This design comes from an exercise in tuning for small area on the open sky130 flow, not from production work.
In this exercise RTL edits were held to simulation tests only and were not proved equivalent to the original.
Power figures rest on the tool's default switching activity, not on a simulated workload.

==> flow/design.v <==
package mem_app_bridge_pkg;
    localparam logic [2:0] APP_CMD_WRITE = 3'b000;
    localparam logic [2:0] APP_CMD_READ  = 3'b001;
    localparam logic [1:0] IDLE       = 2'b00;
    localparam logic [1:0] WR_COLLECT = 2'b01;
    localparam logic [1:0] WR_ISSUE   = 2'b11;
    localparam logic [1:0] RD_ACTIVE  = 2'b10;
endpackage
module fifo_sync (
    input  logic         clk,
    input  logic         wr_en,
    input  logic [3:0]   wr_row,
    input  logic [127:0] din,
    input  logic         wsel,
    input  logic [3:0]   wload,
    input  logic [31:0]  wdin,
    input  logic [15:0]  rd_row,    
    input  logic [3:0]   rd_lane,   
    output logic [31:0]  dout,
    output logic [127:0] row0
);
    logic [127:0] mem [0:15];
    always_ff @(posedge clk) begin
        for (int k = 0; k < 4; k++)
            if ((wr_en && wr_row == 4'd0) || wload[k])
                mem[0][32*k +: 32] <= wsel ? wdin : din[32*k +: 32];
        for (int r = 1; r < 16; r++)
            if (wr_en && wr_row == 4'(r)) mem[r] <= din;
    end
    assign row0 = mem[0];
    always_comb begin
        dout = '0;
        for (int r = 0; r < 16; r++)
            for (int k = 0; k < 4; k++)
                dout = dout | ({32{rd_row[r] & rd_lane[k]}} & mem[r][32*k +: 32]);
    end
endmodule
module mem_app_bridge #(
    parameter int mem_width      = 32,
    parameter int app_data_width = 128,
    parameter int app_addr_width = 28,
    parameter int M_rd           = 4
) (
    input  logic                        clk_mem,
    input  logic                        reset,
    input  logic                        mem_cmd_valid,
    output logic                        mem_cmd_ready,
    input  logic [64:0]                 mem_cmd_data,
    input  logic                        mem_write_valid,
    output logic                        mem_write_ready,
    input  logic [mem_width-1:0]        mem_write_data,
    output logic                        mem_read_valid,
    input  logic                        mem_read_ready,
    output logic [mem_width-1:0]        mem_read_data,
    input  logic                        init_calib_complete,
    output logic                        app_en,
    input  logic                        app_rdy,
    output logic [2:0]                  app_cmd,
    output logic [app_addr_width-1:0]   app_addr,
    output logic [app_data_width-1:0]   app_wdf_data,
    output logic [app_data_width/8-1:0] app_wdf_mask,
    output logic                        app_wdf_wren,
    output logic                        app_wdf_end,
    input  logic                        app_wdf_rdy,
    input  logic [app_data_width-1:0]   app_rd_data,
    input  logic                        app_rd_data_valid,
    output logic                        busy
);
    logic [1:0]  state;
    logic        s_idle, s_wc, s_wi, s_rd;
    logic [31:0] left;        
    logic [1:0]  lane;        
    logic [127:0] wbeat;      
    logic [3:0]  wload;
    logic [3:0]  wmask;       
    logic        armed;       
    logic [27:4] addr_q;
    logic        rnw_q;
    logic        en_q, wren_q;
    logic [4:0]  wp, rp;      
    logic [4:0]  occ;         
    logic        cmd_fire, wr_fire, rd_fire, step;
    logic        last_word, lane3, wr_last, beat_done;
    logic        buf_empty, rd_valid, rd_pop, more, rd_issue, addr_inc;
    logic [3:0]  lane_oh;
    logic [15:0] row_oh;
    assign s_idle = (state == mem_app_bridge_pkg::IDLE);
    assign s_wc   = (state == mem_app_bridge_pkg::WR_COLLECT);
    assign s_wi   = (state == mem_app_bridge_pkg::WR_ISSUE);
    assign s_rd   = (state == mem_app_bridge_pkg::RD_ACTIVE);
    assign mem_cmd_ready = reset && s_idle && init_calib_complete;
    assign cmd_fire      = mem_cmd_ready && mem_cmd_valid;
    assign last_word = (left == 32'd1);
    assign lane3     = (lane == 2'd3);
    assign mem_write_ready = s_wc;
    assign wr_fire   = s_wc && mem_write_valid;
    assign wr_last   = wr_fire && (lane3 || last_word);
    assign beat_done = s_wi && (!en_q || app_rdy) && (!wren_q || app_wdf_rdy);
    assign buf_empty = (wp == rp);
    assign rd_valid  = s_rd && !buf_empty;
    assign rd_fire   = rd_valid && mem_read_ready;
    assign rd_pop    = rd_fire && (lane3 || last_word);
    assign step      = wr_fire || rd_fire;
    assign more     = (|left[31:6]) ||
                      ((7'(left[5:0]) + 7'(lane)) > {1'b0, occ[3:0], 2'b00});
    assign rd_issue = s_rd && more && !occ[4] && (!en_q || app_rdy);
    assign addr_inc = (s_rd && en_q && app_rdy) || beat_done;
    always_comb begin
        for (int k = 0; k < 4; k++) wload[k] = wr_fire && (lane == 2'(k));
        for (int k = 0; k < 4; k++) lane_oh[k] = rd_valid && (lane == 2'(k));
        for (int r = 0; r < 16; r++) row_oh[r] = (rp[3:0] == 4'(r));
    end
    fifo_sync u_rd_buf (
        .clk     (clk_mem),
        .wr_en   (app_rd_data_valid),
        .wr_row  (wp[3:0]),
        .din     (app_rd_data),
        .rd_row  (row_oh),
        .wsel    (s_wc),
        .wload   (wload),
        .wdin    (mem_write_data),
        .rd_lane (lane_oh),
        .dout    (mem_read_data),
        .row0    (wbeat)
    );
    assign mem_read_valid = rd_valid;
    assign app_en       = en_q;
    assign app_cmd      = {2'b00, rnw_q};
    assign app_addr     = {addr_q, 4'b0000};
    assign app_wdf_wren = wren_q;
    assign app_wdf_end  = wren_q;
    assign busy         = !s_idle;
    always_comb begin
        for (int k = 0; k < 4; k++) begin
            app_wdf_data[32*k +: 32] = (armed && !wmask[k]) ? wbeat[32*k +: 32] : 32'd0;
            app_wdf_mask[4*k +: 4]   = {4{wmask[k]}};
        end
    end
    always_ff @(posedge clk_mem or negedge reset) begin
        if (!reset) begin
            state <= mem_app_bridge_pkg::IDLE;
        end else begin
            unique case (state)
                mem_app_bridge_pkg::IDLE:
                    if (cmd_fire && mem_cmd_data[31:0] != 32'd0)
                        state <= mem_cmd_data[64] ? mem_app_bridge_pkg::RD_ACTIVE
                                                  : mem_app_bridge_pkg::WR_COLLECT;
                mem_app_bridge_pkg::WR_COLLECT:
                    if (wr_last) state <= mem_app_bridge_pkg::WR_ISSUE;
                mem_app_bridge_pkg::WR_ISSUE:
                    if (beat_done)
                        state <= (left == 32'd0) ? mem_app_bridge_pkg::IDLE
                                                 : mem_app_bridge_pkg::WR_COLLECT;
                default:
                    if (rd_fire && last_word) state <= mem_app_bridge_pkg::IDLE;
            endcase
        end
    end
    always_ff @(posedge clk_mem) begin
        if (cmd_fire) begin
            left <= mem_cmd_data[31:0];
            lane <= mem_cmd_data[33:32];
        end else if (step) begin
            left <= left - 32'd1;
            lane <= lane + 2'd1;
        end
    end
    always_ff @(posedge clk_mem or negedge reset) begin
        if (!reset) begin
            wmask  <= '0;
            armed  <= 1'b0;
            addr_q <= '0;
            rnw_q  <= 1'b0;
            en_q   <= 1'b0;
            wren_q <= 1'b0;
            wp     <= '0;
            rp     <= '0;
            occ    <= '0;
        end else begin
            if (cmd_fire) begin
                armed  <= 1'b1;
                rnw_q  <= mem_cmd_data[64];
                addr_q <= mem_cmd_data[57:34];
            end else if (addr_inc) begin
                addr_q <= addr_q + 24'd1;
            end
            if (cmd_fire || beat_done) wmask <= 4'hF;
            else if (wr_fire) wmask[lane] <= 1'b0;
            en_q   <= wr_last || rd_issue || (en_q && !app_rdy);
            wren_q <= wr_last || (wren_q && !app_wdf_rdy);
            if (app_rd_data_valid) wp <= wp + 5'd1;
            if (rd_pop) rp <= rp + 5'd1;
            occ <= occ + 5'(rd_issue) - 5'(rd_pop);
        end
    end
endmodule
clock: 7.0 ns
lec_check: 0
cap_margin: 20
core_margin: 2
core_utilization: 60
slew_margin: 20
standard.sh (not shown) runs the stock make flow with config.mk's settings and CLKGATE_MAP_FILE= SYNTH_SCRIPT=/design/flow/synth_recipe.tcl, a recipe that flattens the netlist after the stock synthesis.
==> flow/flow/run.sh <==
#!/bin/bash
set -o pipefail
export BUFFER_PORTS_ARGS="-buffer_cell sky130_fd_sc_hd__buf_1"
export CTS_ARGS="-sink_clustering_enable -repair_clock_nets -dont_use_dummy_load -buf_list {sky130_fd_sc_hd__clkbuf_16} -sink_clustering_size 25 -sink_clustering_max_diameter 80"
bash standard.sh finish 2>&1 | tee standard_flow.log
Change:
==> flow/run.sh (new file) <==
#!/bin/bash
# synth_recipe.tcl (not shown) runs the flow's synth.tcl, then flattens the netlist and writes it again
# the make line also repeats each setting of config.mk as NAME=value (left out here)
make -C /OpenROAD-flow-scripts/flow DESIGN_CONFIG=/design/flow/config.mk WORK_HOME=/design/flow/orfs CLKGATE_MAP_FILE= SYNTH_SCRIPT=/design/flow/synth_recipe.tcl finish
--- a/flow/config.mk
+++ b/flow/config.mk
@@ -9,3 +9,3 @@
 export CORE_MARGIN = 2
-export CORE_UTILIZATION = 60
+export CORE_UTILIZATION = 40
 export SLEW_MARGIN = 20
removed: flow/flow/run.sh
removed: flow/standard.sh
This time the run completed, yet does not pass: negative setup slack; sequential power hardly moves; clock-buffer cell count is higher by 148; final area is higher by 9.4%; worst hold slack is better by 0.0050 ns; total power is higher by 21%.

[separate check: timing with driven ports]
In the flow no input, the clock included, has a driving cell. The finished layouts below were timed again as built, in two steps.
Step 1 (the two cells are an assumption about what drives the block):
set clk [get_ports {clk_mem}]
set_driving_cell -lib_cell sky130_fd_sc_hd__clkbuf_16 $clk
set_driving_cell -lib_cell sky130_fd_sc_hd__buf_2 [delete_from_list [all_inputs] $clk]
Step 2, shift: input delay + t, output delay - t, t = (earliest + latest rising clock arrival at the registers) / 2. This alone moves slack from input paths to output paths.
Three values: ideal, step 1, step 2; two values: the first two.
| run | t, ns | setup slack, ns | latest minus earliest clock arrival (ns) |
|---|---|---|---|
| the first run | 0.827 | 0.167 / 0.084 / 0.911 | 0.106 / 0.106 |
| the second run | 0.961 | -0.037 / -0.131 / 0.830 | 0.047 / 0.046 |
